Context: an optimization exercise on an open-source flow, tuned for small area, a short achievable clock period and few clock cycles per item. The choices shown serve that exercise and are no tape-out recipe. At most, simulation tests tie the RTL to the original design; equivalence was not proved. No functional check of the RTL was part of runs 4 to 6. Power is estimated from default activity; no workload was simulated.

==> flow/design.v <==
`default_nettype none
package ssmt_pkg;
  localparam int unsigned OP_W           = 2;
  localparam int unsigned VALUE_W        = 16;
  localparam int unsigned COUNT_W        = 5;
  localparam int unsigned DEF_CAPACITY   = 16;
  localparam int unsigned DEF_ELEM_WIDTH = 16;
  typedef enum logic [OP_W-1:0] {
    OP_INSERT = 2'd0,
    OP_DELETE = 2'd1,
    OP_QUERY  = 2'd2,
    OP_CLEAR  = 2'd3
  } ssmt_op_e;
  typedef struct packed {
    logic ins_en;
    logic del_en;
  } ssmt_ctl_t;
endpackage
`default_nettype wire
`default_nettype none
module ssmt_cell #(
  parameter int unsigned ELEM_WIDTH = ssmt_pkg::DEF_ELEM_WIDTH
) (
  input  wire logic                   clk_i,
  input  wire logic                   we_i,      
  input  wire logic [ELEM_WIDTH-1:0]  wdata_i,   
  input  wire logic [ELEM_WIDTH-1:0]  cmp_i,     
  output logic                        match_o    
);
  logic [ELEM_WIDTH-1:0] entry_q;
  assign match_o = (entry_q == cmp_i);
  always_ff @(posedge clk_i) begin
    if (we_i) begin
      entry_q <= wdata_i;
    end
  end
endmodule
`default_nettype wire
`default_nettype none
module small_set_membership_table #(
  parameter int unsigned CAPACITY   = ssmt_pkg::DEF_CAPACITY,
  parameter int unsigned ELEM_WIDTH = ssmt_pkg::DEF_ELEM_WIDTH
) (
  input  wire logic                          clk_i,
  input  wire logic                          rst_ni,
  input  wire logic                          start_i,
  output logic                               busy_o,
  input  wire logic [ssmt_pkg::OP_W-1:0]     op_i,
  input  wire logic [ssmt_pkg::VALUE_W-1:0]  value_i,
  output logic                               valid_o,
  output logic                               was_member_o,
  output logic [ssmt_pkg::COUNT_W-1:0]       count_o,
  output logic                               empty_res_o,
  output logic                               full_res_o,
  output logic                               rejected_o
);
  localparam int unsigned CNT_W = $clog2(CAPACITY + 1);
  logic                    s1_vld_q;
  logic [ssmt_pkg::OP_W-1:0] s1_op_q;
  logic [ELEM_WIDTH-1:0]   s1_val_q;
  logic                    s2_vld_q;
  logic [ssmt_pkg::OP_W-1:0] s2_op_q;
  logic [ELEM_WIDTH-1:0]   s2_val_q;
  logic [CAPACITY-1:0]     s2_match_q, s2_match_d;
  logic [CAPACITY-1:0]     valid_q, valid_d;
  logic [CNT_W-1:0]        count_q, count_d;
  logic [CAPACITY-1:0]     free_slot;      
  logic [CAPACITY-1:0]     raw_match;
  logic                    fwd_eq;
  logic                    valid_res_q;
  logic                    was_q, empty_q, full_q, rej_q;
  logic [ssmt_pkg::COUNT_W-1:0] cnt_res_q;
  assign busy_o = 1'b0;
  always_ff @(posedge clk_i or negedge rst_ni) begin
    if (!rst_ni) begin
      s1_vld_q <= 1'b0;
    end else begin
      s1_vld_q <= start_i;
    end
  end
  always_ff @(posedge clk_i) begin
    s1_op_q  <= op_i;
    s1_val_q <= ELEM_WIDTH'(value_i);
  end
  always_comb begin
    logic seen_free;
    seen_free = 1'b0;
    for (int i = 0; i < CAPACITY; i++) begin
      free_slot[i] = !valid_q[i] && !seen_free;
      seen_free    = seen_free || !valid_q[i];
    end
  end
  for (genvar i = 0; i < CAPACITY; i++) begin : g_cell
    ssmt_cell #(
      .ELEM_WIDTH(ELEM_WIDTH)
    ) u_cell (
      .clk_i  (clk_i),
      .we_i   (free_slot[i]),
      .wdata_i(s2_val_q),
      .cmp_i  (s1_val_q),
      .match_o(raw_match[i])
    );
  end
  assign fwd_eq     = (s1_val_q == s2_val_q);
  assign s2_match_d = (free_slot & {CAPACITY{fwd_eq}}) | (~free_slot & raw_match);
  always_ff @(posedge clk_i or negedge rst_ni) begin
    if (!rst_ni) begin
      s2_vld_q <= 1'b0;
    end else begin
      s2_vld_q <= s1_vld_q;
    end
  end
  always_ff @(posedge clk_i) begin
    s2_op_q    <= s1_op_q;
    s2_val_q   <= s1_val_q;
    s2_match_q <= s2_match_d;
  end
  logic [CAPACITY-1:0] hit;
  logic                member;
  logic                full_now;
  logic                rej_d;
  logic                ins_ok;
  logic                del_ok;
  logic                clr;
  assign hit      = s2_match_q & valid_q;
  assign member   = |hit;
  assign full_now = count_q == CNT_W'(CAPACITY);
  assign ins_ok   = s2_vld_q && (s2_op_q == ssmt_pkg::OP_INSERT) && !member && !full_now;
  assign rej_d    = s2_vld_q && (s2_op_q == ssmt_pkg::OP_INSERT) && !member && full_now;
  assign del_ok   = s2_vld_q && (s2_op_q == ssmt_pkg::OP_DELETE) && member;
  assign clr      = s2_vld_q && (s2_op_q == ssmt_pkg::OP_CLEAR);
  always_comb begin
    valid_d = valid_q;
    count_d = count_q;
    if (clr) begin
      valid_d = '0;
      count_d = '0;
    end else if (ins_ok) begin
      valid_d = valid_q | free_slot;
      count_d = count_q + CNT_W'(1);
    end else if (del_ok) begin
      valid_d = valid_q & ~hit;
      count_d = count_q - CNT_W'(1);
    end
  end
  always_ff @(posedge clk_i or negedge rst_ni) begin
    if (!rst_ni) begin
      valid_q     <= '0;
      count_q     <= '0;
      valid_res_q <= 1'b0;
    end else begin
      valid_q     <= valid_d;
      count_q     <= count_d;
      valid_res_q <= s2_vld_q;
    end
  end
  always_ff @(posedge clk_i) begin
    if (s2_vld_q) begin
      was_q     <= member;
      cnt_res_q <= ssmt_pkg::COUNT_W'(count_d);
      empty_q   <= count_d == '0;
      full_q    <= count_d == CNT_W'(CAPACITY);
      rej_q     <= rej_d;
    end
  end
  assign valid_o      = valid_res_q;
  assign was_member_o = was_q;
  assign count_o      = cnt_res_q;
  assign empty_res_o  = empty_q;
  assign full_res_o   = full_q;
  assign rejected_o   = rej_q;
endmodule
`default_nettype wire
==> flow/run.sh <==
#!/bin/bash
# synth_recipe.tcl (not shown) runs the flow's synth.tcl, then flattens the netlist and writes it again
# the make line also repeats each setting of config.mk as NAME=value (left out here)
make -C /OpenROAD-flow-scripts/flow DESIGN_CONFIG=/design/flow/config.mk WORK_HOME=/design/flow/orfs CLKGATE_MAP_FILE= SYNTH_SCRIPT=/design/flow/synth_recipe.tcl finish
==> flow/config.mk <==
export PLATFORM = sky130hd
export DESIGN_NAME = small_set_membership_table
export DESIGN_NICKNAME = small_set_membership_table
export VERILOG_FILES = /design/flow/design.v
export SDC_FILE = /design/flow/constraint.sdc
export NUM_CORES = 4
export LEC_CHECK = 0
export ABC_CLOCK_PERIOD_IN_PS = 1700
export CAP_MARGIN = 20
export CORE_MARGIN = 2
export CORE_UTILIZATION = 60
export PLACE_DENSITY = 0.75
export SETUP_SLACK_MARGIN = 2.3
export SLEW_MARGIN = 20
==> flow/constraint.sdc <==
create_clock -name core_clock -period 4.0 [get_ports {clk_i}]
set_input_delay 0.8000 -clock core_clock [delete_from_list [all_inputs] [get_ports {clk_i}]]
set_output_delay 0.8000 -clock core_clock [all_outputs]
set_load 0.01 [all_outputs]
==> results of run 1 <==
## worst reg2reg max path: stages (launching register included)
cell and delay [ns]:
dfrtp_2 0.44, nand3_4 0.12, buf_6 0.15, nor3_4 0.23, nand3_2 0.15, nor3b_4 0.28
buf_4 0.16, buf_6 0.11, buf_16 0.13, mux2i_1 0.21
## routing by layer
| layer | wire, um | vias to the layer above | track usage | part of all wire |
|---|---|---|---|---|
| met1 | 15300 | 4452 | 0.449 | 0.38 |
| met5 | 0 | - | 0 | 0 |
| met3 | 4670 | 129 | 0.0689 | 0.12 |
| li1 | - | 3703 | - | - |
| met2 | 18900 | 621 | 0.496 | 0.47 |
| met4 | 1690 | 0 | 0.114 | 0.042 |
## final cells by class
class,instances,share of cell area
antenna,1,0.000140
inverter,5,0.00196
clock inverter,16,0.00798
timing repair inverter,1,0.000630
multi-input combinational,532,0.261
sequential,341,0.542
tap,285,0.0200
timing repair buffer,181,0.111
clock buffer,48,0.0552
## timing repair
item | 4_1_cts | 5_1_grt
buffers inserted | 54 | 48
pin swaps | 25 | 27
resized for setup | 186 | 74
endpoints found under the setup margin | 228 | 242
gates cloned | 11 | 2
## logic make-up (layout without fill, tap and decap cells)
kind of cell / count (synthesis) / after routing / synth area share
mux: 16 / 16 / 0.0117
other cells: 1 / 2 / 0.000272
compound gates: 38 / 38 / 0.0184
xor+xnor: 274 / 274 / 0.174
fa+ha+maj: 2 / 2 / 0.00181
buf+inv: 50 / 251 / 0.0168
simple gates: 200 / 201 / 0.0822
flops: 341 / 341 / 0.695
## layout by cell type (no fill, tap or decap), types with 10 or more instances in the layout
master	instances
nand4_1	25
dfxtp_1	31
buf_6	28
buf_2	11
nor4_2	25
clkbuf_16	36
buf_4	86
clkdlybuf4s50_1	19
xor2_1	257
edfxtp_1	265
mux2i_1	14
nand2_1	23
clkinv_2	10
nor4_1	36
buf_12	21
dfrtp_2	17
dfxtp_4	17
nand3_1	23
xnor2_1	17
## per-stage QoR
step	area, um2	setup slack [ns]	utilization	power, uW
after floorplan	14000	1.95	-	4360
after global placement	14700	1.36	0.650	4560
after detailed placement	14700	1.36	0.650	4570
after CTS	17100	2.03	0.756	7760
after global routing	17900	1.90	0.789	8060
final	17900	1.93	0.789	7890
## power by group through the flow
stage / clock [uW] / sequential [uW] / combinational [uW]
CTS: 3210 / 4040 / 512
global route: 3360 / 4030 / 662
global placement: 0 / 4110 / 448
finish: 3230 / 4020 / 636
floorplan: 0 / 4070 / 290
detailed placement: 0 / 4120 / 450
## flip-flops by register name, indices dropped and copies added, names as in the netlist
register,count
empty_q,1
valid_q,16
s1_vld_q,1
g_cell.u_cell.entry_q,256
valid_res_q,1
count_q,5
s1_op_q,2
cnt_res_q,5
was_q,1
full_q,1
s2_vld_q,1
s1_val_q,16
s2_val_q,16
s2_match_q,16
s2_op_q,2
rej_q,1
## final timing paths
path | to | slack [ns]
max | s2_match_q[11] | 1.93
min | valid_q[13] | 0.28
max reg2reg | s2_match_q[11] | 1.93
min reg2reg | s2_op_q[0] | 0.34
max in group asynchronous | valid_q[0] | 3.26
min in group core_clock | s2_op_q[0] | 0.34
## synthesized netlist by cell type (2+ instances only)
cell       instances
a21oi_1           16
a22oi_1           10
a2bb2oi_1          2
and2_1             2
and3_1             4
buf_2             18
buf_4              2
buf_6              2
clkbuf_1          23
dfrtp_1           24
dfxtp_1           52
edfxtp_1         265
ha_1               2
inv_1              4
mux2i_1           15
nand2_1           32
nand3_1           33
nand4_1           25
nor2_1            19
nor3_1             4
nor3b_1            2
nor4_1            67
o21ai_0            2
xnor2_1           17
xor2_1           257
==> notes.md, run 1 <==
number of antenna violations at the first check in global routing=2; Layout Nets=1120; CTS Buf Count=35; Cell Area, Synth=13800 um2; Worst VDD drop=about 430 uV; H-tree depth=2; Psw=1840 uW; most used cell, CP=buf_6; period utilisation layout=0.517; CTS tree=done; P_int=6050 uW; r2r startpoint=valid_q[4]; DR pass1 iterations=5; CP Data Arrival Time=2.51 ns; Remaining DRCs=0; Crit. Startpoint=valid_q[4]; crit-path cells=nand3_4 > buf_6 > nor3_4 > nand3_2 > nor3b_4 > buf_4 > buf_6 > buf_16 > mux2i_1; worst hold margin=about 0.28 ns; min-delay worst type=in -> async; Starting Density=0.610; Initial DRC Count=approximately 1100; number of fill cells in the layout=1150; critical path buffer and inverter count=4; final hold vios=0; post-placement cell count=1230; Yosys top cell area share=0.576; CP Launch Type=register; num ports=32; Finished Layout Cells=1410; # setup viols final=0; post-synthesis register bit count=341; via count=8905; RSZ-0062 raised after global routing=yes; layout cells sized above 1=0.321; CP Max Fanout=8; Slowest cell on crit path=dfrtp_2; worst slew pin tran=0.731 ns; Avg Inst Size Synth=15.0 um2; Via-to-Cell Ratio=6.32; Die ar.=24200 um2; worst rel slew slack=0.513; clk_skew=approximately 0.028 ns; largest area contributor in the netlist=edfxtp_1; f_max=0.483 GHz; max-slew violations=0; Largest delay share family, worst path=simple AND/OR/NAND/NOR gates; global route overflow=0; power density over the cells=roughly 440 nW/um2; critical path type=reg -> reg; WL final=about 40000 um; Horiz. Die Dim=156 um; Synth warnings=2; Seq/Total Area, Yosys=0.695; number of global-route vias before repair=8465; area of the multi-input gates=4670 um2; Post-DRT Antenna Nets=0; largest net degree at the start of global routing=25; GP Congestion=0.845; clock sink total=341; synth top area cells=edfxtp_1 (58%), xor2_1 (16%), dfxtp_1 (7.5%); cell leakage power=0.00642 uW; Chip Height=156 um; Tmin final=2.07 ns; first-pass GRT wire length=55400 um; hpwl dp=21000 um; worst r2r path cells=9; Layout area overhead=29.4%; post-DR wirelength/cell=between 20 and 30 um; syn nets=between 900 and 1000; num rows=55; clock power share=0.409; switching share of power=0.233; number of flops mapped to enable cells by yosys=around 270; Cell variety after synth=between 40 and 50; hold_buf cts=0; most common flop cell mapped by yosys=edfxtp_1; sequential fraction of design power=0.510; CP required=4.44 ns; Root Driver=clkbuf_16; overall global routing resource usage=0.319; Fin Setup TNS=0 ns; total of max-cap violations=0; clk buf depth=3; # port buffers=30; CP endpoint kind=register; Post-Synthesis Cells=922; Critical Path Stages=9; later-pin clock latency in the skew report=0.53 ns; combinational share of power=0.081; status=timing/DRC/antenna clean; Reg clk slew, reported paths=around 0.070 ns; CP max stage delay=0.44 ns; Sequential Area=9690 um2; asr flop ratio synth=0.0704; Core Area=22600 um2
Testbench counts, summed over its fixed seeds: cycles 32,024, items 32,000.
==> run 2, diff against run 1 <==
--- a/flow/config.mk
+++ b/flow/config.mk
@@ -10,4 +10,3 @@
 export CORE_MARGIN = 2
-export CORE_UTILIZATION = 60
-export PLACE_DENSITY = 0.75
+export CORE_UTILIZATION = 40
 export SETUP_SLACK_MARGIN = 2.3
==> run 2 against run 1 <==
  * Still clean on timing, DRC and antenna
  * Sequential power hardly changed
  * Fmax shrank 1.3%
  * Hold slack improved by 0.011 ns
  * Clock-buffer cell count rose by 13
  * Area after synthesis unchanged
  * Global-route usage is 11 points lower
  * Total power increased by 2.6%
  * Die area up 49%
  * Cell area grew 0.15%
  * Synthesized cell count stayed put
  * Register-to-register slack worse by 0.03 ns
==> notes.md, run 2 <==
cell leakage power=0.00641 uW (was 0.00642 uW); worst slew pin tran=0.667 ns (was 0.731 ns); Post-DRT Antenna Nets=0 (unchanged); Avg Inst Size Synth=15.0 um2 (unchanged); clock sink total=341 (unchanged); largest area contributor in the netlist=edfxtp_1 (unchanged); CP endpoint kind=register (unchanged); clock power share=0.430 (was 0.409); min-delay worst type=in -> async (unchanged); Via-to-Cell Ratio=5.29 (was 6.32); Tmin final=2.10 ns (was 2.07 ns); post-synthesis register bit count=341 (unchanged); synth top area cells=edfxtp_1 (58%), xor2_1 (16%), dfxtp_1 (7.5%) (unchanged); switching share of power=0.226 (was 0.233); Horiz. Die Dim=190 um (was 156 um); placed instance area=14900 um2 (was 14700 um2); WL final=38400 um (was 40500 um); RSZ-0062 raised after global routing=yes (unchanged); worst hold margin=0.294 ns (was 0.283 ns); Post-Synthesis Cells=922 (unchanged); reg-to-reg endpoint=empty_q (was s2_match_q[11]); commonest cells in the netlist=edfxtp_1 (265), xor2_1 (257), nor4_1 (67), dfxtp_1 (52), nand3_1 (33) (unchanged); final instance area=17900 um2 (about the same); number of antenna violations at the first check in global routing=1 (was 2); hold_buf cts=0 (unchanged); number of fill cells in the layout=2777 (was 1150); sequential fraction of design power=0.494 (was 0.510); num rows=68 (was 55); largest net degree at the start of global routing=25 (unchanged); H-tree depth=2 (unchanged); met1 WL=16300 um (was 15300 um); first-pass GRT wire length=54600 um (was 55400 um); f_max=0.477 GHz (was 0.483 GHz); critical path type=reg -> reg (unchanged); clk_skew=0.0234 ns (was 0.0277 ns); later-pin clock latency in the skew report=0.54 ns (was 0.53 ns); Chip Height=190 um (was 156 um); Setup crit end=empty_q (was s2_match_q[11]); Core Area=34300 um2 (was 22600 um2); most frequent cell after synthesis=edfxtp_1 (unchanged); hpwl dp=19700 um (was 21000 um); overall global routing resource usage=0.211 (was 0.319); combinational share of power=0.076 (was 0.081); total of max-cap violations=0 (unchanged); Yosys top cell area share=0.576 (unchanged); status=timing/DRC/antenna clean (unchanged); r2r startpoint=valid_q[10] (was valid_q[4]); Psw=1830 uW (was 1840 uW); Placement Setup Slack=1.41 ns (was 1.36 ns); via count=8358 (was 8905); Finished Layout Cells=1580 (was 1410); layout cells sized above 1=0.278 (was 0.321); commonest non-fill, non-tap cell in the layout=edfxtp_1 (unchanged); clk buf depth=3 (unchanged); global route overflow=0 (unchanged); post-DR wirelength/cell=24.3 um (was 28.7 um); most common flop cell mapped by yosys=edfxtp_1 (unchanged); Root Driver=clkbuf_16 (unchanged); max-slew violations=0 (unchanged); highest-count cells in the layout ignoring fill and taps=edfxtp_1 (265), xor2_1 (257), buf_4 (87) (was edfxtp_1 (265), xor2_1 (257), buf_4 (86)); worst setup margin=1.90 ns (was 1.93 ns); top sig layer=met4 (unchanged); P_int=6260 uW (was 6050 uW); number of flops mapped to enable cells by yosys=265 (unchanged); # setup viols final=0 (unchanged); # port buffers=30 (unchanged); GP Congestion=0.803 (was 0.845); Remaining DRCs=0 (unchanged); CTS Buf Count=38 (was 35); R2R Setup Slk=1.90 ns (was 1.93 ns); worst r2r path cells=8 (was 9); period utilisation layout=0.524 (was 0.517); Starting Density=0.403 (was 0.610); DR pass1 iterations=4 (was 5); final hold vios=0 (unchanged); CP required=4.35 ns (was 4.44 ns); Cell variety after synth=48 (unchanged); asr flop ratio synth=0.0704 (unchanged); Initial DRC Count=648 (was 1088); CP Data Arrival Time=2.45 ns (was 2.51 ns); number of flip-flops under the largest register name=256 (unchanged); Reg clk slew, reported paths=0.06 ns (was 0.07 ns); met3 wire length=2350 um (was 4670 um); CP Launch Type=register (unchanged); Worst VDD drop=289 uV (was 425 uV); number of global-route vias before repair=8277 (was 8465); power density over the cells=452 nW/um2 (was 441 nW/um2); CP Max Fanout=8 (unchanged); Reg with most FFs=g_cell.u_cell.entry_q (unchanged); DR WL met2=18600 um (was 18900 um); area of the multi-input gates=4480 um2 (was 4670 um2); Layout area overhead=29.6% (was 29.4%); Crit. Startpoint=valid_q[10] (was valid_q[4]); Fin Setup TNS=0 ns (unchanged); CTS tree=done (unchanged); Seq/Total Area, Yosys=0.695 (unchanged); Cell Area, Synth=13800 um2 (unchanged); Synth warnings=2 (unchanged); syn nets=945 (unchanged); Sequential Area=9640 um2 (was 9690 um2); post-placement cell count=1400 (was 1230); num ports=32 (unchanged); worst rel slew slack=0.556 (was 0.513); Die ar.=36000 um2 (was 24200 um2); diode count=0 (was 1); Layout Nets=1118 (was 1120)
-- run 2: cell counts after synthesis --
Identical to the previous run, type by type.
-- run 2: cell type report --
cell class              count  share of cell area
inverters                   5             0.00196
flip-flops and latches    341               0.539
well taps                 455              0.0318
repair buffers            177               0.107
multi-input cells         531               0.250
clock buffers              61              0.0636
repair inverters            1            0.000629
clock inverters             9             0.00636
-- run 2: critical path, cell delays in order (launching register included) --
cell     delay, ns
dfrtp_2       0.40
a22oi_1       0.22
nand2_1       0.13
nor4_4        0.31
buf_4         0.19
buf_8         0.15
buf_6         0.11
o41ai_4       0.10
nor4_2        0.30
-- run 2: cells by family (layout without fill, tap and decap cells) --
group	after synthesis	in the layout	share of synthesized area
AOI/OAI and AO/OA	38	38	0.0184
muxes	16	16	0.0117
other	1	1	0.000272
and+or+nand+nor	200	200	0.0822
buffers and inverters	50	253	0.0168
adders and majority gates	2	2	0.00181
DFF	341	341	0.695
xor gates and xnor gates	274	274	0.174
-- run 2: metal layers --
metal,GRT usage,up-vias
li1,-,3711
met5,0,-
met2,0.341,304
met3,0.0432,69
met4,0.0725,0
met1,0.285,4274
-- run 2: worst min path at each step --
stage	start	to	slack [ns]	cells past startpoint
after detailed placement	s1_op_q[0]	s2_op_q[0]	0.32	0
after global routing	rst_ni	valid_q[15]	0.31	1
after floorplan	s1_op_q[0]	s2_op_q[0]	0.31	0
after CTS	rst_ni	valid_q[15]	0.29	1
after global placement	s1_op_q[1]	s2_op_q[1]	0.32	0
final	rst_ni	valid_q[15]	0.29	1
-- run 2: stage by stage --
step                 util  total power, uW
global route        0.522             8350
detailed placement  0.435             4580
floorplan               -             4360
CTS                 0.506             8090
finish              0.522             8090
global placement    0.435             4570
-- run 2: power by group through the flow --
stage / Combinational (uW) / Sequential, uW / Clock (uW)
after CTS: 572 / 4000 / 3520
after detailed placement: 494 / 4080 / 0
after global placement: 492 / 4080 / 0
final: 618 / 3990 / 3480
after global routing: 658 / 4000 / 3690
after floorplan: 290 / 4070 / 0
-- run 2: timing repair --
item,CTS,global route
resized for setup,150,67
cloned,6,5
endpoints found under the setup margin,216,223
setup buffers,71,28
pin swaps,32,25
==> run 3, diff against run 2 <==
--- a/flow/config.mk
+++ b/flow/config.mk
@@ -7,3 +7,2 @@
 export LEC_CHECK = 0
-export ABC_CLOCK_PERIOD_IN_PS = 1700
 export CAP_MARGIN = 20
@@ -11,3 +10,2 @@
 export CORE_UTILIZATION = 40
-export SETUP_SLACK_MARGIN = 2.3
 export SLEW_MARGIN = 20
==> run 3 against run 2 <==
  * Register-to-register slack got worse by 0.50 ns
  * Sequential cell count did not move
  * Highest routed layer unchanged
  * Critical endpoint is now g_cell[12].u_cell.entry_q[15]
  * Sequential power rose by 1%
==> notes.md, run 3 <==
Die ar.=36000 um2 (unchanged); switching share of power=0.228 (was 0.226); period utilisation layout=0.648 (was 0.524); via count=7767 (was 8358); GP Congestion=0.801 (was 0.803); Chip Height=190 um (unchanged); number of flip-flops under the largest register name=256 (unchanged); DR pass1 iterations=5 (was 4); cell leakage power=0.00565 uW (was 0.00641 uW); Layout area overhead=16.6% (was 29.6%); post-CTS resize count=0 (was 150); status=timing/DRC/antenna clean (unchanged); Via-to-Cell Ratio=5.23 (was 5.29); Cell variety after synth=48 (unchanged); largest area contributor in the netlist=edfxtp_1 (unchanged); commonest non-fill, non-tap cell in the layout=edfxtp_1 (unchanged); H-tree depth=2 (unchanged); synth top area cells=edfxtp_1 (58%), xor2_1 (16%), dfxtp_1 (7.5%) (unchanged); CP Max Fanout=17 (was 8); largest net degree at the start of global routing=25 (unchanged); final cell utilization of the core=0.469 (was 0.522); max-slew violations=0 (unchanged); power density over the cells=489 nW/um2 (was 452 nW/um2); Cell Area, Synth=13800 um2 (unchanged); highest-count cells in the layout ignoring fill and taps=edfxtp_1 (265), xor2_1 (257), nor4_1 (66) (was edfxtp_1 (265), xor2_1 (257), buf_4 (87)); number of antenna violations at the first check in global routing=1 (unchanged); most frequent cell after synthesis=edfxtp_1 (unchanged); critical path buffer and inverter count=0 (was 3); Initial DRC Count=672 (was 648); Seq/Total Area, Yosys=0.695 (unchanged); syn nets=945 (unchanged); Slowest cell on crit path=and2b_1 (was dfrtp_2); clock power share=0.429 (was 0.430); Reg clk slew, reported paths=0.06 ns (about the same); sequential fraction of design power=0.512 (was 0.494); number of global-route vias before repair=7581 (was 8277); Reg with most FFs=g_cell.u_cell.entry_q (unchanged); clk_skew=0.0264 ns (was 0.0234 ns); commonest cells in the netlist=edfxtp_1 (265), xor2_1 (257), nor4_1 (67), dfxtp_1 (52), nand3_1 (33) (unchanged); Worst VDD drop=318 uV (was 289 uV); Post-Synthesis Cells=922 (unchanged); hpwl dp=20200 um (was 19700 um); Core Area=34300 um2 (unchanged); Remaining DRCs=0 (unchanged); global route overflow=0 (unchanged); CP Launch Type=register (unchanged); CP Data Arrival Time=2.75 ns (was 2.45 ns); first-pass GRT wire length=50900 um (was 54600 um); # setup viols final=0 (unchanged); post-DR wirelength/cell=23.5 um (was 24.3 um); hold_buf cts=0 (unchanged); later-pin clock latency in the skew report=0.55 ns (was 0.54 ns); clock sink total=341 (unchanged); asr flop ratio synth=0.0704 (unchanged); WL final=34800 um (was 38400 um); f_max=0.386 GHz (was 0.477 GHz); num ports=32 (unchanged); total of max-cap violations=0 (unchanged); Tmin final=2.59 ns (was 2.10 ns); CP endpoint kind=register (unchanged); number of flops mapped to enable cells by yosys=265 (unchanged); number of fill cells in the layout=2962 (was 2777); Synth warnings=2 (unchanged); Root Driver=clkbuf_16 (unchanged); Layout Nets=1023 (was 1118); CTS tree=done (unchanged); Avg Inst Size Synth=15.0 um2 (unchanged); CP max stage delay=0.66 ns (was 0.40 ns); crit-path cells=nand3_2 > nor4_2 > and2_0 > and2b_1 (was a22oi_1 > nand2_1 > nor4_4 > buf_4 > buf_8 > buf_6 > o41ai_4 > nor4_2); P_int=6080 uW (was 6260 uW); CTS Buf Count=38 (unchanged); RSZ-0062 raised after global routing=no (was yes); min-delay worst type=reg -> reg (was in -> async); diode count=0 (unchanged); most common flop cell mapped by yosys=edfxtp_1 (unchanged); Yosys top cell area share=0.576 (unchanged); overall global routing resource usage=0.197 (was 0.211); Psw=1790 uW (was 1830 uW); Largest delay share family, worst path=simple AND/OR/NAND/NOR gates (unchanged); clk buf depth=3 (unchanged); Starting Density=0.403 (unchanged); Post-DRT Antenna Nets=0 (unchanged); combinational share of power=0.059 (was 0.076); final hold vios=0 (unchanged); worst slew pin tran=1.02 ns (was 0.667 ns); Fin Setup TNS=0 ns (unchanged); layout cells sized above 1=0.121 (was 0.278); # port buffers=30 (unchanged); Horiz. Die Dim=190 um (unchanged); critical path type=reg -> reg (unchanged); Post-CTS Setup Bufs=0 (was 71); CP required=4.16 ns (was 4.35 ns); num rows=68 (unchanged); post-synthesis register bit count=341 (unchanged); worst rel slew slack=0.319 (was 0.556)
-- run 3: metrics by stage --
step	worst slack, ns	hold WS, ns	instance area, um2	total power (uW)	cells
after floorplan	1.14	0.310	13800	4340	922
after global placement	1.51	0.317	14900	4570	1415
after detailed placement	1.45	0.312	14900	4570	1415
after CTS	1.42	0.335	16100	7930	1484
after global routing	1.11	0.340	16100	8130	1484
final	1.41	0.330	16100	7870	1484
-- run 3: cell type report --
cell class,count,area [um2],share of cell area
clock buffer,52,1080,0.0673
clock inverter,17,133,0.00824
inverter,5,18.8,0.00117
multi-input combinational,531,4000,0.248
sequential,341,9600,0.596
tap,455,569,0.0354
timing repair buffer,83,698,0.0434
-- run 3: path summary, 6_finish.rpt --
check                      startpoint                            end  slack, ns  cells past startpoint
max                        valid_q[0]  g_cell[12].u_cell.entry_q[15]       1.41                      4
min                        s1_op_q[0]                     s2_op_q[0]       0.33                      0
max reg2reg                valid_q[0]  g_cell[12].u_cell.entry_q[15]       1.41                      4
min reg2reg                s1_op_q[0]                     s2_op_q[0]       0.33                      0
max in group asynchronous      rst_ni                     count_q[3]       3.09                      2
min in group asynchronous      rst_ni                     valid_q[4]       0.65                      2
-- run 3: logic make-up (layout without fill, tap and decap cells) --
logic type	count (synthesis)	in the layout	share of synthesized area
flops	341	341	0.695
xor+xnor	274	274	0.174
simple gates	200	200	0.0822
buf+inv	50	157	0.0168
compound gates	38	38	0.0184
mux	16	16	0.0117
fa+ha+maj	2	2	0.00181
other cells	1	1	0.000272
-- run 3: worst reg2reg max path, stage by stage (launching register included) --
cell	delay, ns
dfrtp_1	0.52
nand3_2	0.22
nor4_2	0.49
and2_0	0.33
and2b_1	0.66
-- run 3: per-layer routing --
layer | wire length (um) | GRT usage
met5 | 0 | 0
met2 | 16100 | 0.308
met3 | 2180 | 0.0293
met4 | 832 | 0.0605
met1 | 15600 | 0.285
-- run 3: power by group through the flow --
stage               registers [uW]  logic, uW  clock network (uW)
floorplan                     4070        279                   0
global placement              4100        471                   0
detailed placement            4100        469                   0
CTS                           4030        473                3430
global route                  4040        506                3590
finish                        4030        468                3370
==> run 4, diff against run 3 <==
--- a/flow/design.v
+++ b/flow/design.v
@@ -66,3 +66,3 @@
   logic [CNT_W-1:0]        count_q, count_d;
-  logic [CAPACITY-1:0]     free_slot;      
+  logic [CAPACITY-1:0]     free_q, free_d;  
   logic [CAPACITY-1:0]     raw_match;
@@ -84,10 +84,10 @@
   end
-  always_comb begin
-    logic seen_free;
-    seen_free = 1'b0;
+  function automatic logic [CAPACITY-1:0] lowest_free(input logic [CAPACITY-1:0] used);
+    logic seen;
+    seen = 1'b0;
     for (int i = 0; i < CAPACITY; i++) begin
-      free_slot[i] = !valid_q[i] && !seen_free;
-      seen_free    = seen_free || !valid_q[i];
+      lowest_free[i] = !used[i] && !seen;
+      seen           = seen || !used[i];
     end
-  end
+  endfunction
   for (genvar i = 0; i < CAPACITY; i++) begin : g_cell
@@ -97,3 +97,3 @@
       .clk_i  (clk_i),
-      .we_i   (free_slot[i]),
+      .we_i   (free_q[i]),
       .wdata_i(s2_val_q),
@@ -104,3 +104,3 @@
   assign fwd_eq     = (s1_val_q == s2_val_q);
-  assign s2_match_d = (free_slot & {CAPACITY{fwd_eq}}) | (~free_slot & raw_match);
+  assign s2_match_d = (free_q & {CAPACITY{fwd_eq}}) | (~free_q & raw_match);
   always_ff @(posedge clk_i or negedge rst_ni) begin
@@ -131,2 +131,9 @@
   assign clr      = s2_vld_q && (s2_op_q == ssmt_pkg::OP_CLEAR);
+  logic [CNT_W-1:0]    cnt_inc, cnt_dec;
+  logic [CAPACITY-1:0] free_ins, free_del;
+  logic                empty_d, full_d;
+  assign cnt_inc  = count_q + CNT_W'(1);
+  assign cnt_dec  = count_q - CNT_W'(1);
+  assign free_ins = lowest_free(valid_q | free_q);
+  assign free_del = lowest_free(valid_q & ~hit);
   always_comb begin
@@ -134,2 +141,5 @@
     count_d = count_q;
+    free_d  = free_q;
+    empty_d = count_q == '0;
+    full_d  = full_now;
     if (clr) begin
@@ -137,8 +147,17 @@
       count_d = '0;
+      free_d  = CAPACITY'(1);
+      empty_d = 1'b1;
+      full_d  = 1'b0;
     end else if (ins_ok) begin
-      valid_d = valid_q | free_slot;
-      count_d = count_q + CNT_W'(1);
+      valid_d = valid_q | free_q;
+      count_d = cnt_inc;
+      free_d  = free_ins;
+      empty_d = 1'b0;
+      full_d  = count_q == CNT_W'(CAPACITY - 1);
     end else if (del_ok) begin
       valid_d = valid_q & ~hit;
-      count_d = count_q - CNT_W'(1);
+      count_d = cnt_dec;
+      free_d  = free_del;
+      empty_d = count_q == CNT_W'(1);
+      full_d  = 1'b0;
     end
@@ -149,2 +168,3 @@
       count_q     <= '0;
+      free_q      <= CAPACITY'(1);
       valid_res_q <= 1'b0;
@@ -153,2 +173,3 @@
       count_q     <= count_d;
+      free_q      <= free_d;
       valid_res_q <= s2_vld_q;
@@ -157,9 +178,7 @@
   always_ff @(posedge clk_i) begin
-    if (s2_vld_q) begin
-      was_q     <= member;
-      cnt_res_q <= ssmt_pkg::COUNT_W'(count_d);
-      empty_q   <= count_d == '0;
-      full_q    <= count_d == CNT_W'(CAPACITY);
-      rej_q     <= rej_d;
-    end
+    was_q     <= member;
+    cnt_res_q <= ssmt_pkg::COUNT_W'(count_d);
+    empty_q   <= empty_d;
+    full_q    <= full_d;
+    rej_q     <= rej_d;
   end
--- a/flow/config.mk
+++ b/flow/config.mk
@@ -10,2 +10,3 @@
 export CORE_UTILIZATION = 40
+export SETUP_SLACK_MARGIN = 2.2
 export SLEW_MARGIN = 20
==> run 4 against run 3 <==
  * Critical path depth rose by 5
  * Sequential power rose by 24%
  * First-iteration DRC count rose by 44%
  * Die area rose by 4.9%
  * Via count rose by 16%
  * Highest routed layer unchanged
==> notes.md, run 4 <==
status=timing/DRC/antenna clean (unchanged); clk buf depth=3 (unchanged); final hold vios=0 (unchanged); cell leakage power=0.00668 uW (was 0.00565 uW); Fin Setup TNS=0 ns (unchanged); Die ar.=37800 um2 (was 36000 um2); layout cells sized above 1=0.240 (was 0.121); WL final=40000 um (was 34800 um); Horiz. Die Dim=194 um (was 190 um); number of global-route vias before repair=8599 (was 7581); Tmin final=2.14 ns (was 2.59 ns); post-DR wirelength/cell=24.2 um (was 23.5 um); power density over the cells=527 nW/um2 (was 489 nW/um2); GP Congestion=0.846 (was 0.801); syn nets=1038 (was 945); Cell Area, Synth=14500 um2 (was 13800 um2); Layout Nets=1186 (was 1023); Cell variety after synth=49 (was 48); CP Max Fanout=7 (was 17); critical path type=reg -> reg (unchanged); source of the worst hold timing path=s1_op_q[1] (was s1_op_q[0]); R2R Setup Slk=1.86 ns (was 1.41 ns); Post-DRT Antenna Nets=0 (unchanged); total power=9650 uW (was 7870 uW); later-pin clock latency in the skew report=0.53 ns (was 0.55 ns); post-synthesis register bit count=357 (was 341); number of flops mapped to enable cells by yosys=256 (was 265); reg-to-reg endpoint=valid_q[4] (was g_cell[12].u_cell.entry_q[15]); min-delay worst type=reg -> reg (unchanged); RSZ-0062 raised after global routing=yes (was no); period utilisation layout=0.536 (was 0.648); first-pass GRT wire length=57500 um (was 50900 um); Layout area overhead=26.3% (was 16.6%); worst slew pin tran=1.00 ns (was 1.02 ns); number of fill cells in the layout=2943 (was 2962); CTS tree=done (unchanged); Post-Synthesis Cells=1013 (was 922); synth top area cells=edfxtp_1 (53%), xor2_1 (15%), dfxtp_1 (8.4%) (was edfxtp_1 (58%), xor2_1 (16%), dfxtp_1 (7.5%)); total of max-cap violations=0 (unchanged); Worst VDD drop=411 uV (was 318 uV); via count=8979 (was 7767); Seq/Total Area, Yosys=0.683 (was 0.695); Avg Inst Size Synth=14.3 um2 (was 15.0 um2); most common flop cell mapped by yosys=edfxtp_1 (unchanged); # setup viols final=0 (unchanged); worst r2r path cells=9 (was 4); # port buffers=30 (unchanged); global route overflow=0 (unchanged); diode count=0 (unchanged); Hold Path Cell Cnt=0 (unchanged); commonest cells in the netlist=edfxtp_1 (256), xor2_1 (256), nor4_1 (67), dfxtp_1 (61), dfrtp_1 (39) (was edfxtp_1 (265), xor2_1 (257), nor4_1 (67), dfxtp_1 (52), nand3_1 (33)); Via-to-Cell Ratio=5.44 (was 5.23); Remaining DRCs=0 (unchanged); number of antenna violations at the first check in global routing=0 (was 1); asr flop ratio synth=0.112 (was 0.0704); largest area contributor in the netlist=edfxtp_1 (unchanged); num rows=69 (was 68); number of flip-flops under the largest register name=256 (unchanged); max-slew violations=0 (unchanged); overall global routing resource usage=0.207 (was 0.197); CP endpoint kind=register (unchanged); Reg clk slew, reported paths=0.06 ns (about the same); Synth warnings=2 (unchanged); Yosys top cell area share=0.530 (was 0.576); Initial DRC Count=965 (was 672); DR pass1 iterations=17 (was 5); Core Area=35700 um2 (was 34300 um2); Starting Density=0.407 (was 0.403); highest-count cells in the layout ignoring fill and taps=xor2_1 (256), edfxtp_1 (256), buf_4 (69) (was edfxtp_1 (265), xor2_1 (257), nor4_1 (66)); r2r startpoint=valid_q[15] (was valid_q[0]); hpwl dp=22200 um (was 20200 um); worst rel slew slack=0.333 (was 0.319); CP Launch Type=register (unchanged); H-tree depth=2 (unchanged); clock sink total=357 (was 341); f_max=0.467 GHz (was 0.386 GHz); clk_skew=0.0241 ns (was 0.0264 ns); hold_buf cts=0 (unchanged); Hold Path End=s2_op_q[1] (was s2_op_q[0]); CP Data Arrival Time=2.57 ns (was 2.75 ns); Root Driver=clkbuf_16 (unchanged); num ports=32 (unchanged); largest net degree at the start of global routing=41 (was 25); CP required=4.43 ns (was 4.16 ns); Chip Height=194 um (was 190 um); CTS Buf Count=39 (was 38); Reg with most FFs=g_cell.u_cell.entry_q (unchanged)
==> run 4: cell count changes after synthesis, sizes merged, moves of 9 or more <==
cell	previous run	this run
a221oi	0	9
nand2b	0	9
o21ai	2	19
a21oi	16	27
dfrtp	24	39
a211oi	1	14
nand3	34	12
dfxtp	52	61
edfxtp	265	256
mux2i	15	3
nor2	19	34
==> run 4: kinds of logic (layout without fill, tap and decap cells) <==
| kind of cell | after synthesis | after routing | share of synthesized area |
|---|---|---|---|
| DFF | 357 | 357 | 0.683 |
| AOI/OAI and AO/OA | 96 | 96 | 0.0434 |
| buffers and inverters | 55 | 231 | 0.0160 |
| adders and majority gates | 4 | 4 | 0.00345 |
| muxes | 3 | 3 | 0.00207 |
| other | 1 | 1 | 0.000259 |
| xor gates and xnor gates | 274 | 274 | 0.166 |
| and+or+nand+nor | 223 | 224 | 0.0859 |
==> run 4: cell type report <==
class | count | area, um2 | share of cell area
Clock buffer | 59 | 1080 | 0.0590
Clock inverter | 11 | 88.8 | 0.00485
Sequential cell | 357 | 9970 | 0.544
Tap cell | 461 | 577 | 0.0315
Timing Repair Buffer | 151 | 1640 | 0.0898
Multi-Input combinational cell | 602 | 4900 | 0.268
Inverter | 10 | 51.3 | 0.00280
==> run 4: how the worst max path moves through the flow <==
| stage | slack (ns) | to | cells after the start | from |
|---|---|---|---|---|
| 3_3_place_gp | 1.47 | valid_q[13] | 8 | valid_q[9] |
| 2_1_floorplan | 2.04 | free_q[4] | 9 | valid_q[9] |
| 6_report | 1.86 | valid_q[4] | 9 | valid_q[15] |
| 5_1_grt | 1.74 | valid_q[7] | 9 | valid_q[15] |
| 3_5_place_dp | 1.44 | valid_q[13] | 8 | valid_q[9] |
| 4_1_cts | 1.91 | valid_q[5] | 9 | valid_q[8] |
==> run 4: critical path: stages, from the launching register on <==
cell      delay (ns)
dfrtp_2         0.45
a22oi_2         0.18
nand2_2         0.10
nor4_4          0.31
bufinv_8        0.25
nor2_4          0.22
buf_6           0.16
buf_16          0.12
a21oi_1         0.06
a211oi_1        0.18
==> run 4: timing repair <==
action	CTS	global route
cloned	3	3
buffers inserted	37	35
pin swaps	42	42
resized for setup	152	92
setup endpoints to repair	71	63
==> run 4: per-stage QoR <==
stage | setup slack [ns] | utilization | instances | hold slack [ns] | area, um2
finish | 1.86 | 0.514 | 1651 | 0.326 | 18300
global route | 1.74 | 0.514 | 1651 | 0.341 | 18300
CTS | 1.91 | 0.491 | 1613 | 0.326 | 17500
detailed placement | 1.44 | 0.436 | 1503 | 0.312 | 15600
global placement | 1.47 | 0.436 | 1503 | 0.310 | 15600
floorplan | 2.04 | - | 1013 | 0.310 | 14600
==> run 4: per-layer routing <==
metal,vias to the layer above,track usage,share of wire
met2,335,0.329,0.47
met5,-,0,0
met1,4572,0.305,0.45
met3,61,0.0272,0.071
li1,4011,-,-
met4,0,0.0427,0.017
==> run 4: power breakdown <==
group          internal, uW  total [uW]  leakage [uW]  switching [uW]
clock network          1930        3340      0.000562            1410
logic                   563        1300       0.00269             742
registers              4560        5000       0.00343             439
==> run 5, diff against run 4 <==
--- a/flow/design.v
+++ b/flow/design.v
@@ -25,4 +25,3 @@
   input  wire logic                   we_i,      
-  input  wire logic [ELEM_WIDTH-1:0]  wdata_i,   
-  input  wire logic [ELEM_WIDTH-1:0]  cmp_i,     
+  input  wire logic [ELEM_WIDTH-1:0]  elem_i,    
   output logic                        match_o    
@@ -30,6 +29,6 @@
   logic [ELEM_WIDTH-1:0] entry_q;
-  assign match_o = (entry_q == cmp_i);
+  assign match_o = (entry_q == elem_i);
   always_ff @(posedge clk_i) begin
     if (we_i) begin
-      entry_q <= wdata_i;
+      entry_q <= elem_i;
     end
@@ -57,14 +56,9 @@
   localparam int unsigned CNT_W = $clog2(CAPACITY + 1);
-  logic                    s1_vld_q;
+  logic                      s1_vld_q;
   logic [ssmt_pkg::OP_W-1:0] s1_op_q;
-  logic [ELEM_WIDTH-1:0]   s1_val_q;
-  logic                    s2_vld_q;
-  logic [ssmt_pkg::OP_W-1:0] s2_op_q;
-  logic [ELEM_WIDTH-1:0]   s2_val_q;
-  logic [CAPACITY-1:0]     s2_match_q, s2_match_d;
+  logic [ELEM_WIDTH-1:0]     s1_val_q;
   logic [CAPACITY-1:0]     valid_q, valid_d;
   logic [CNT_W-1:0]        count_q, count_d;
-  logic [CAPACITY-1:0]     free_q, free_d;  
+  logic [CAPACITY-1:0]     free_q, free_d;   
   logic [CAPACITY-1:0]     raw_match;
-  logic                    fwd_eq;
   logic                    valid_res_q;
@@ -98,20 +92,5 @@
       .we_i   (free_q[i]),
-      .wdata_i(s2_val_q),
-      .cmp_i  (s1_val_q),
+      .elem_i (s1_val_q),
       .match_o(raw_match[i])
     );
-  end
-  assign fwd_eq     = (s1_val_q == s2_val_q);
-  assign s2_match_d = (free_q & {CAPACITY{fwd_eq}}) | (~free_q & raw_match);
-  always_ff @(posedge clk_i or negedge rst_ni) begin
-    if (!rst_ni) begin
-      s2_vld_q <= 1'b0;
-    end else begin
-      s2_vld_q <= s1_vld_q;
-    end
-  end
-  always_ff @(posedge clk_i) begin
-    s2_op_q    <= s1_op_q;
-    s2_val_q   <= s1_val_q;
-    s2_match_q <= s2_match_d;
   end
@@ -124,9 +103,9 @@
   logic                clr;
-  assign hit      = s2_match_q & valid_q;
+  assign hit      = raw_match & valid_q;
   assign member   = |hit;
   assign full_now = count_q == CNT_W'(CAPACITY);
-  assign ins_ok   = s2_vld_q && (s2_op_q == ssmt_pkg::OP_INSERT) && !member && !full_now;
-  assign rej_d    = s2_vld_q && (s2_op_q == ssmt_pkg::OP_INSERT) && !member && full_now;
-  assign del_ok   = s2_vld_q && (s2_op_q == ssmt_pkg::OP_DELETE) && member;
-  assign clr      = s2_vld_q && (s2_op_q == ssmt_pkg::OP_CLEAR);
+  assign ins_ok   = s1_vld_q && (s1_op_q == ssmt_pkg::OP_INSERT) && !member && !full_now;
+  assign rej_d    = s1_vld_q && (s1_op_q == ssmt_pkg::OP_INSERT) && !member && full_now;
+  assign del_ok   = s1_vld_q && (s1_op_q == ssmt_pkg::OP_DELETE) && member;
+  assign clr      = s1_vld_q && (s1_op_q == ssmt_pkg::OP_CLEAR);
   logic [CNT_W-1:0]    cnt_inc, cnt_dec;
@@ -174,3 +153,3 @@
       free_q      <= free_d;
-      valid_res_q <= s2_vld_q;
+      valid_res_q <= s1_vld_q;
     end
==> run 5 against run 4 <==
  * Highest routed layer unchanged
  * Core utilization is 0.50 points higher
  * First-iteration DRC count is 16% lower
  * Critical path depth is 3 higher
  * Largest power group unchanged
==> notes.md, run 5 <==
status=timing/DRC/antenna clean (unchanged); cell leakage power=0.00646 uW (was 0.00668 uW); CTS tree=done (unchanged); most frequent cell after synthesis=edfxtp_1; Worst VDD drop=271 uV (was 411 uV); largest net degree at the start of global routing=40 (was 41); Horiz. Die Dim=191 um (was 194 um); highest-count cells in the layout ignoring fill and taps=edfxtp_1 (256), xor2_1 (191), buf_4 (88) (was xor2_1 (256), edfxtp_1 (256), buf_4 (69)); simple-gate area share of the yosys netlist=0.0866 (was 0.0859); P_int=6080 uW (was 7060 uW); final hold vios=0 (unchanged); largest family of logic cells by synthesized area=XOR/XNOR gates (unchanged); post-DR wirelength/cell=24.2 um (about the same); num rows=68 (was 69); Post-DRT Antenna Nets=0 (unchanged); Layout Nets=1163 (was 1186); compound-cell area share of the yosys netlist=0.0511 (was 0.0434); critical path type=reg -> reg (unchanged); hpwl dp=19300 um (was 22200 um); CP endpoint kind=register (unchanged); global route overflow=0 (unchanged); # setup viols final=0 (unchanged); clk buf depth=3 (unchanged); CP Max Fanout=7 (unchanged); DR pass1 iterations=5 (was 17); Avg Inst Size Synth=14.5 um2 (was 14.3 um2); WL final=39300 um (was 40000 um); number of antenna violations at the first check in global routing=1 (was 0); Reg clk slew, reported paths=0.06 ns (about the same); clk_skew=0.0161 ns (was 0.0241 ns); CP Launch Type=register (unchanged); Fin Setup TNS=0 ns (unchanged); number of flops mapped to enable cells by yosys=256 (unchanged); critical path buffer and inverter count=4 (was 3); RSZ-0062 raised after global routing=yes (unchanged); sequential fraction of design power=0.504 (was 0.518); reg-to-reg endpoint=free_q[5] (was valid_q[4]); switching share of power=0.253 (was 0.268); period utilisation layout=0.733 (was 0.536); overall global routing resource usage=0.218 (was 0.207); worst slew pin tran=0.956 ns (was 1.00 ns); Finished Layout Cells=1621 (was 1651); r2r startpoint=s1_val_q[15] (was valid_q[15]); Post-Synthesis Cells=965 (was 1013); largest area contributor in the netlist=edfxtp_1 (unchanged); Core Area=34500 um2 (was 35700 um2); most common flop cell mapped by yosys=edfxtp_1 (unchanged); Synth Area in XOR/XNOR=0.160 (was 0.166); post-placement cell count=1424 (was 1503); R2R Setup Slk=1.07 ns (was 1.86 ns); Via-to-Cell Ratio=5.44 (about the same); H-tree depth=2 (unchanged); CP Data Arrival Time=3.38 ns (was 2.57 ns); max-slew violations=0 (unchanged); Sequential Area=9270 um2 (was 9970 um2); CP max stage delay=0.58 ns (was 0.45 ns); number of flip-flops under the largest register name=256 (unchanged); asr flop ratio synth=0.121 (was 0.112); commonest cells in the netlist=edfxtp_1 (256), xor2_1 (208), nor4_1 (59), xnor2_1 (48) (was edfxtp_1 (256), xor2_1 (256), nor4_1 (67), dfxtp_1 (61), dfrtp_1 (39)); Cell Area, Synth=14000 um2 (was 14500 um2); worst r2r path cells=12 (was 9); most used cell, CP=buf_6; worst hold margin=0.437 ns (was 0.326 ns); power density over the cells=456 nW/um2 (was 527 nW/um2); post-synthesis register bit count=322 (was 357); Synth warnings=2 (unchanged); number of fill cells in the layout=2849 (was 2943); first-pass GRT wire length=57500 um (about the same); commonest non-fill, non-tap cell in the layout=edfxtp_1; Largest delay share family, worst path=simple AND/OR/NAND/NOR gates (unchanged); Initial DRC Count=810 (was 965); Remaining DRCs=0 (unchanged); mux contribution to synthesized area=0.00510 (was 0.00207); Yosys top cell area share=0.550 (was 0.530); via count=8823 (was 8979); Layout area overhead=27.8% (was 26.3%); final cell utilization of the core=0.519 (was 0.514); num ports=32 (unchanged); total power=8150 uW (was 9650 uW); combinational share of power=0.120 (was 0.135); Chip Height=191 um (was 194 um); adder-cell area share of the yosys netlist=0.00358 (was 0.00345); area of the multi-input gates=4850 um2 (was 4900 um2); clock sink total=322 (was 357); Root Driver=clkbuf_16 (unchanged); number of global-route vias before repair=8782 (was 8599); clock power share=0.376 (was 0.346); min-delay worst type=in -> async (was reg -> reg); Psw=2060 uW (was 2590 uW); CP required=4.45 ns (was 4.43 ns); hold_buf cts=0 (unchanged); crit-path cells=buf_12 > buf_6 > xor2_2 > nor4_2 > nand4_1 > o22ai_1 > or4_4 > nor3_4 > buf_6 > buf_4 > and3_1 > a221o_1 (was a22oi_2 > nand2_2 > nor4_4 > bufinv_8 > nor2_4 > buf_6 > buf_16 > a21oi_1 > a211oi_1); Slowest cell on crit path=or4_4 (was dfrtp_2); # port buffers=30 (unchanged); GP Congestion=0.892 (was 0.846); syn nets=990 (was 1038); Starting Density=0.406 (was 0.407); layout cells sized above 1=0.271 (was 0.240); CTS Buf Count=36 (was 39); Cell variety after synth=70 (was 49); Tmin final=2.93 ns (was 2.14 ns); worst rel slew slack=0.363 (was 0.333); diode count=0 (unchanged); Die ar.=36500 um2 (was 37800 um2); later-pin clock latency in the skew report=0.52 ns (was 0.53 ns); total of max-cap violations=0 (unchanged); f_max=0.341 GHz (was 0.467 GHz); synth top area cells=edfxtp_1 (55%), xor2_1 (13%), dfrtp_1 (6.8%) (was edfxtp_1 (53%), xor2_1 (15%), dfxtp_1 (8.4%)); Reg with most FFs=g_cell.u_cell.entry_q (unchanged); Seq/Total Area, Yosys=0.658 (was 0.683)
-- run 5: worst max path at each step --
stage                 end  slack, ns         start  cells past startpoint
2_1_floorplan   free_q[5]       1.37   s1_val_q[9]                     11
3_3_place_gp   free_q[14]       0.57   s1_val_q[7]                      9
3_5_place_dp    free_q[3]       0.54   s1_val_q[7]                      8
4_1_cts         free_q[1]       1.18   s1_val_q[6]                     13
5_1_grt         free_q[1]       1.01  s1_val_q[15]                     12
6_report        free_q[5]       1.07  s1_val_q[15]                     12
-- run 5: cell type report --
type | instances | share of cell area
Clock inverter | 16 | 0.00518
Inverter | 25 | 0.00525
Clock buffer | 50 | 0.0557
Tap cell | 455 | 0.0319
Timing Repair Buffer | 180 | 0.111
Multi-Input combinational cell | 573 | 0.272
Sequential cell | 322 | 0.519
-- run 5: what timing repair did --
action | 4_1_cts | 5_1_grt
cloned | 3 | 0
resized for setup | 115 | 44
pin swaps | 31 | 16
setup buffers | 117 | 11
endpoints found under the setup margin | 56 | 47
-- run 5: power by group through the flow --
stage	registers, uW	logic [uW]	clock network, uW
floorplan	4140	478	0
global placement	4240	621	0
detailed placement	4260	625	0
CTS	4100	935	3120
global route	4140	1040	3250
finish	4110	974	3060
-- run 5: logic make-up (layout without fill, tap and decap cells) --
| group | Yosys count | after routing |
|---|---|---|
| DFF | 322 | 322 |
| xor gates and xnor gates | 256 | 256 |
| and+or+nand+nor | 214 | 214 |
| AOI/OAI and AO/OA | 91 | 91 |
| buffers and inverters | 70 | 271 |
| muxes | 7 | 7 |
| adders and majority gates | 4 | 4 |
| other | 1 | 1 |
-- run 5: stage by stage --
step | area, um2 | worst slack, ns
2_1_floorplan | 14200 | 1.37
3_3_place_gp | 14700 | 0.568
3_5_place_dp | 14700 | 0.536
4_1_cts | 17500 | 1.18
5_1_grt | 17900 | 1.01
6_report | 17900 | 1.07
-- run 5: routing by layer --
layer | vias up | part of all wire | track usage
li1 | 3911 | - | -
met1 | 4540 | 0.44 | 0.309
met2 | 309 | 0.48 | 0.349
met3 | 63 | 0.058 | 0.0340
met4 | 0 | 0.023 | 0.0602
met5 | - | 0 | 0
==> run 6, diff against run 5 <==
--- a/flow/design.v
+++ b/flow/design.v
@@ -25,3 +25,4 @@
   input  wire logic                   we_i,      
-  input  wire logic [ELEM_WIDTH-1:0]  elem_i,    
+  input  wire logic [ELEM_WIDTH-1:0]  wdata_i,   
+  input  wire logic [ELEM_WIDTH-1:0]  cmp_i,     
   output logic                        match_o    
@@ -29,6 +30,6 @@
   logic [ELEM_WIDTH-1:0] entry_q;
-  assign match_o = (entry_q == elem_i);
+  assign match_o = (entry_q == cmp_i);
   always_ff @(posedge clk_i) begin
     if (we_i) begin
-      entry_q <= elem_i;
+      entry_q <= wdata_i;
     end
@@ -56,5 +57,14 @@
   localparam int unsigned CNT_W = $clog2(CAPACITY + 1);
-  logic                      s1_vld_q;
-  logic [ssmt_pkg::OP_W-1:0] s1_op_q;
-  logic [ELEM_WIDTH-1:0]     s1_val_q;
+  logic                      y_vld_q;
+  logic [ssmt_pkg::OP_W-1:0] y_op_q;
+  logic [ELEM_WIDTH-1:0]     y_val_q;
+  logic [CAPACITY-1:0]       y_match_q, y_match_d;
+  logic                      u_vld_q;
+  logic [ssmt_pkg::OP_W-1:0] u_op_q;
+  logic [ELEM_WIDTH-1:0]     u_val_q;
+  logic [CAPACITY-1:0]       u_match_q, u_match_d;
+  logic                      u_pre_q;        
+  logic                      u_same_q;       
+  logic                      u_post_q;       
+  logic                      u_clr_q;        
   logic [CAPACITY-1:0]     valid_q, valid_d;
@@ -67,13 +77,2 @@
   assign busy_o = 1'b0;
-  always_ff @(posedge clk_i or negedge rst_ni) begin
-    if (!rst_ni) begin
-      s1_vld_q <= 1'b0;
-    end else begin
-      s1_vld_q <= start_i;
-    end
-  end
-  always_ff @(posedge clk_i) begin
-    s1_op_q  <= op_i;
-    s1_val_q <= ELEM_WIDTH'(value_i);
-  end
   function automatic logic [CAPACITY-1:0] lowest_free(input logic [CAPACITY-1:0] used);
@@ -92,5 +91,37 @@
       .we_i   (free_q[i]),
-      .elem_i (s1_val_q),
+      .wdata_i(u_val_q),
+      .cmp_i  (ELEM_WIDTH'(value_i)),
       .match_o(raw_match[i])
     );
+  end
+  assign y_match_d = (free_q & {CAPACITY{ELEM_WIDTH'(value_i) == u_val_q}})
+                   | (~free_q & raw_match);
+  always_ff @(posedge clk_i or negedge rst_ni) begin
+    if (!rst_ni) begin
+      y_vld_q <= 1'b0;
+    end else begin
+      y_vld_q <= start_i;
+    end
+  end
+  always_ff @(posedge clk_i) begin
+    y_op_q    <= op_i;
+    y_val_q   <= ELEM_WIDTH'(value_i);
+    y_match_q <= y_match_d;
+  end
+  logic y_same;
+  assign y_same    = y_val_q == u_val_q;
+  assign u_match_d = (free_q & {CAPACITY{y_same}}) | (~free_q & y_match_q);
+  always_ff @(posedge clk_i or negedge rst_ni) begin
+    if (!rst_ni) begin
+      u_vld_q <= 1'b0;
+    end else begin
+      u_vld_q <= y_vld_q;
+    end
+  end
+  always_ff @(posedge clk_i) begin
+    u_op_q    <= y_op_q;
+    u_val_q   <= y_val_q;
+    u_match_q <= u_match_d;
+    u_pre_q   <= |(y_match_q & valid_q);
+    u_same_q  <= y_same && u_vld_q;
   end
@@ -99,13 +130,16 @@
   logic                full_now;
+  logic                is_ins, is_del, is_qry, is_clr;
   logic                rej_d;
   logic                ins_ok;
-  logic                del_ok;
-  logic                clr;
-  assign hit      = raw_match & valid_q;
-  assign member   = |hit;
+  logic                post_d;
+  assign is_ins   = u_vld_q && (u_op_q == ssmt_pkg::OP_INSERT);
+  assign is_del   = u_vld_q && (u_op_q == ssmt_pkg::OP_DELETE);
+  assign is_qry   = u_vld_q && (u_op_q == ssmt_pkg::OP_QUERY);
+  assign is_clr   = u_vld_q && (u_op_q == ssmt_pkg::OP_CLEAR);
+  assign hit      = u_match_q & valid_q;
+  assign member   = u_same_q ? u_post_q : (u_pre_q && !u_clr_q);
   assign full_now = count_q == CNT_W'(CAPACITY);
-  assign ins_ok   = s1_vld_q && (s1_op_q == ssmt_pkg::OP_INSERT) && !member && !full_now;
-  assign rej_d    = s1_vld_q && (s1_op_q == ssmt_pkg::OP_INSERT) && !member && full_now;
-  assign del_ok   = s1_vld_q && (s1_op_q == ssmt_pkg::OP_DELETE) && member;
-  assign clr      = s1_vld_q && (s1_op_q == ssmt_pkg::OP_CLEAR);
+  assign ins_ok   = is_ins && !member && !full_now;
+  assign rej_d    = is_ins && !member && full_now;
+  assign post_d   = (is_ins && !(full_now && !member)) || (is_qry && member);
   logic [CNT_W-1:0]    cnt_inc, cnt_dec;
@@ -123,3 +157,3 @@
     full_d  = full_now;
-    if (clr) begin
+    if (is_clr) begin
       valid_d = '0;
@@ -135,3 +169,3 @@
       full_d  = count_q == CNT_W'(CAPACITY - 1);
-    end else if (del_ok) begin
+    end else if (is_del && member) begin
       valid_d = valid_q & ~hit;
@@ -153,4 +187,8 @@
       free_q      <= free_d;
-      valid_res_q <= s1_vld_q;
-    end
+      valid_res_q <= u_vld_q;
+    end
+  end
+  always_ff @(posedge clk_i) begin
+    u_post_q <= post_d;
+    u_clr_q  <= is_clr;
   end
==> run 6 against run 5 <==
  * Non-clock buffer count down 30
  * Synthesized cell count up 12%
  * Sequential share of layout area up 1.8 points
  * Clock-buffer cell count up 13
  * Global-route usage down 1.2 points
  * Clock skew up 0.0019 ns
  * Critical endpoint is now free_q[6]
  * Largest power group unchanged
==> notes.md, run 6 <==
RSZ-0062 raised after global routing=yes (unchanged); largest net degree at the start of global routing=41 (was 40); CP endpoint kind=register (unchanged); Layout Nets=1250 (was 1163); Cell Area, Synth=15400 um2 (was 14000 um2); GP Congestion=0.788 (was 0.892); cell leakage power=0.00696 uW (was 0.00646 uW); most frequent cell after synthesis=xor2_1 (was edfxtp_1); first-pass GRT wire length=61100 um (was 57500 um); Post-Synthesis Cells=1078 (was 965); CTS tree=done (unchanged); clock sink total=377 (was 322); H-tree depth=2 (unchanged); commonest cells in the netlist=xor2_1 (258), edfxtp_1 (256), dfxtp_1 (81), nor4_1 (69), dfrtp_1 (39) (was edfxtp_1 (256), xor2_1 (208), nor4_1 (59), xnor2_1 (48)); number of flip-flops under the largest register name=256 (unchanged); Post-DRT Antenna Nets=0 (unchanged); CP Launch Type=register (unchanged); later-pin clock latency in the skew report=0.56 ns (was 0.52 ns); WL final=42000 um (was 39300 um); # setup viols final=0 (unchanged); asr flop ratio synth=0.106 (was 0.121); clk_skew=0.0180 ns (was 0.0161 ns); CP Max Fanout=10 (was 7); diode count=0 (unchanged); Reg clk slew, reported paths=0.06 ns (about the same); worst slew pin tran=1.07 ns (was 0.956 ns); f_max=0.498 GHz (was 0.341 GHz); Slowest cell on crit path=nor2b_2 (was or4_4); number of antenna violations at the first check in global routing=0 (was 1); most common flop cell mapped by yosys=edfxtp_1 (unchanged); worst rel slew slack=0.288 (was 0.363); Seq/Total Area, Yosys=0.669 (was 0.658); Die ar.=40100 um2 (was 36500 um2); Cell variety after synth=68 (was 70); critical path buffer and inverter count=0 (was 4); num rows=71 (was 68); area of the multi-input gates=5330 um2 (was 4850 um2); post-DR wirelength/cell=23.7 um (was 24.2 um); commonest non-fill, non-tap cell in the layout=xor2_1 (was edfxtp_1); min-delay worst type=in -> async (unchanged); Via-to-Cell Ratio=5.36 (was 5.44); Remaining DRCs=0 (unchanged); final cell utilization of the core=0.510 (was 0.519); number of flops mapped to enable cells by yosys=256 (unchanged); global route overflow=0 (unchanged); crit-path cells=nor2b_2 > nand4b_1 > or4_1 > o211ai_1 (was buf_12 > buf_6 > xor2_2 > nor4_2 > nand4_1 > o22ai_1 > or4_4 > nor3_4 > buf_6 > buf_4 > and3_1 > a221o_1); clk buf depth=3 (unchanged); critical path type=reg -> reg (unchanged); worst setup margin=1.99 ns (was 1.07 ns); Chip Height=200 um (was 191 um); CP max stage delay=0.57 ns (was 0.58 ns); Largest delay share family, worst path=simple AND/OR/NAND/NOR gates (unchanged); Tmin final=2.01 ns (was 2.93 ns); Yosys top cell area share=0.499 (was 0.550); CTS Buf Count=41 (was 36); final hold vios=0 (unchanged); Sequential Area=10400 um2 (was 9270 um2); Placement Setup Slack=0.796 ns (was 0.536 ns); layout cells sized above 1=0.265 (was 0.271); Root Driver=clkbuf_16 (unchanged); Layout area overhead=25.1% (was 27.8%); Fin Setup TNS=0 ns (unchanged); Starting Density=0.407 (was 0.406); Avg Inst Size Synth=14.3 um2 (was 14.5 um2); post-synthesis register bit count=377 (was 322); number of fill cells in the layout=3243 (was 2849); CP Data Arrival Time=2.46 ns (was 3.38 ns); hold_buf cts=0 (unchanged); Worst VDD drop=381 uV (was 271 uV); status=timing/DRC/antenna clean (unchanged); num ports=32 (unchanged); power density over the cells=500 nW/um2 (was 456 nW/um2); overall global routing resource usage=0.206 (was 0.218); Initial DRC Count=957 (was 810); Synth warnings=2 (unchanged); max-slew violations=0 (unchanged); via count=9484 (was 8823); DR pass1 iterations=5 (unchanged); worst hold margin=0.147 ns (was 0.437 ns); Horiz. Die Dim=200 um (was 191 um); syn nets=1103 (was 990); synth top area cells=edfxtp_1 (50%), xor2_1 (15%), dfxtp_1 (11%) (was edfxtp_1 (55%), xor2_1 (13%), dfrtp_1 (6.8%)); total of max-cap violations=0 (unchanged); number of global-route vias before repair=9193 (was 8782); period utilisation layout=0.502 (was 0.733); largest area contributor in the netlist=edfxtp_1 (unchanged); # port buffers=30 (unchanged); Core Area=37800 um2 (was 34500 um2); hpwl dp=23900 um (was 19300 um); highest-count cells in the layout ignoring fill and taps=xor2_1 (258), edfxtp_1 (256), buf_4 (78) (was edfxtp_1 (256), xor2_1 (191), buf_4 (88)); CP required=4.46 ns (was 4.45 ns); Reg with most FFs=g_cell.u_cell.entry_q (unchanged)
run 6: changes by cell type after synthesis, moves of 12 or more:
cell,change
o21ai_0,+26
buf_2,+23
inv_1,-16
nor2_1,-12
mux2_2,+16
buf_4,-17
xnor2_1,-16
a211oi_1,+13
xor2_1,+50
dfxtp_1,+54
buf_6,-15
run 6: timing repair:
action,4_1_cts,5_1_grt
setup endpoints to repair,84,65
pin swaps,22,16
cloned,2,0
buffers inserted,31,43
resized for setup,198,100
run 6: stage by stage:
stage | total power, uW | std cells | area [um2]
global placement | 5630 | 1616 | 16600
floorplan | 5290 | 1078 | 15600
detailed placement | 5650 | 1616 | 16600
finish | 9640 | 1769 | 19300
global route | 9970 | 1769 | 19300
CTS | 9580 | 1725 | 18600
run 6: per-layer routing:
layer,up-vias,wire length [um],track usage
li1,4261,-,-
met1,4857,18900,0.292
met2,310,19900,0.330
met3,56,2160,0.0267
met4,0,987,0.0651
met5,-,0,0
run 6: final cells by class:
type,count,area share
clock buffer,63,0.0633
inverter,10,0.00214
tap,511,0.0331
clock inverter,13,0.00772
sequential,377,0.537
multi-input combinational,645,0.276
timing repair buffer,150,0.0808
run 6: worst paths after layout:
| kind | start | end | slack, ns | cells past startpoint |
|---|---|---|---|---|
| max | u_vld_q | free_q[6] | 1.99 | 4 |
| min | rst_ni | free_q[6] | 0.15 | 1 |
| max reg2reg | u_vld_q | free_q[6] | 1.99 | 4 |
| min reg2reg | y_op_q[0] | u_op_q[0] | 0.33 | 0 |
| min in group core_clock | y_op_q[0] | u_op_q[0] | 0.33 | 0 |
| max in group asynchronous | rst_ni | free_q[0] | 3.32 | 2 |
run 6: cell families (layout without fill, tap and decap cells):
logic type	after synthesis	in the layout	share of synthesized area
flip-flops	377	377	0.669
XOR/XNOR	290	290	0.165
AND/OR/NAND/NOR	217	218	0.0845
AO/OA/AOI/OAI	115	115	0.0493
buffers and inverters	57	236	0.0168
multiplexers	17	17	0.0123
adder cells (fa/ha/maj)	4	4	0.00325
other	1	1	0.000243
run 6: power breakdown:
part | leakage, uW | internal [uW] | switching [uW]
sequential | 0.00353 | 4510 | 246
clock | 0.000668 | 2250 | 1550
combinational | 0.00276 | 475 | 610

## separate check: timing with driven ports
Ports are ideal in the flow. The routed layouts listed here were re-timed in OpenROAD. Step 1: set_driving_cell puts a clkbuf_16 on clk_i and a buf_2 on each other input, an assumption about the parent block. Step 2 times the ports against the registers' clock, not the clock port: input delays grow and output delays shrink by t, the midpoint of the rising clock arrivals with the driver on. Three values: ideal, step 1, step 2; two values: the first two.
run | shift t [ns] | setup slack, ns | latest minus earliest clock arrival (ns)
run 1 | 0.559 | 1.931 / 1.931 / 1.931 | 0.029 / 0.029
run 2 | 0.585 | 1.904 / 1.904 / 1.904 | 0.026 / 0.027
run 3 | 0.589 | 1.408 / 1.408 / 1.408 | 0.026 / 0.027
run 4 | 0.568 | 1.858 / 1.858 / 1.858 | 0.024 / 0.024
run 5 | 0.569 | 1.066 / 1.066 / 1.066 | 0.017 / 0.016
run 6 | 0.602 | 1.992 / 1.992 / 1.667 | 0.021 / 0.022
After both steps setup and hold are still met in every run listed. For run 6, which loses most, drivers alone change the setup slack by 0.000 ns; drivers and shift together by -0.325 ns.
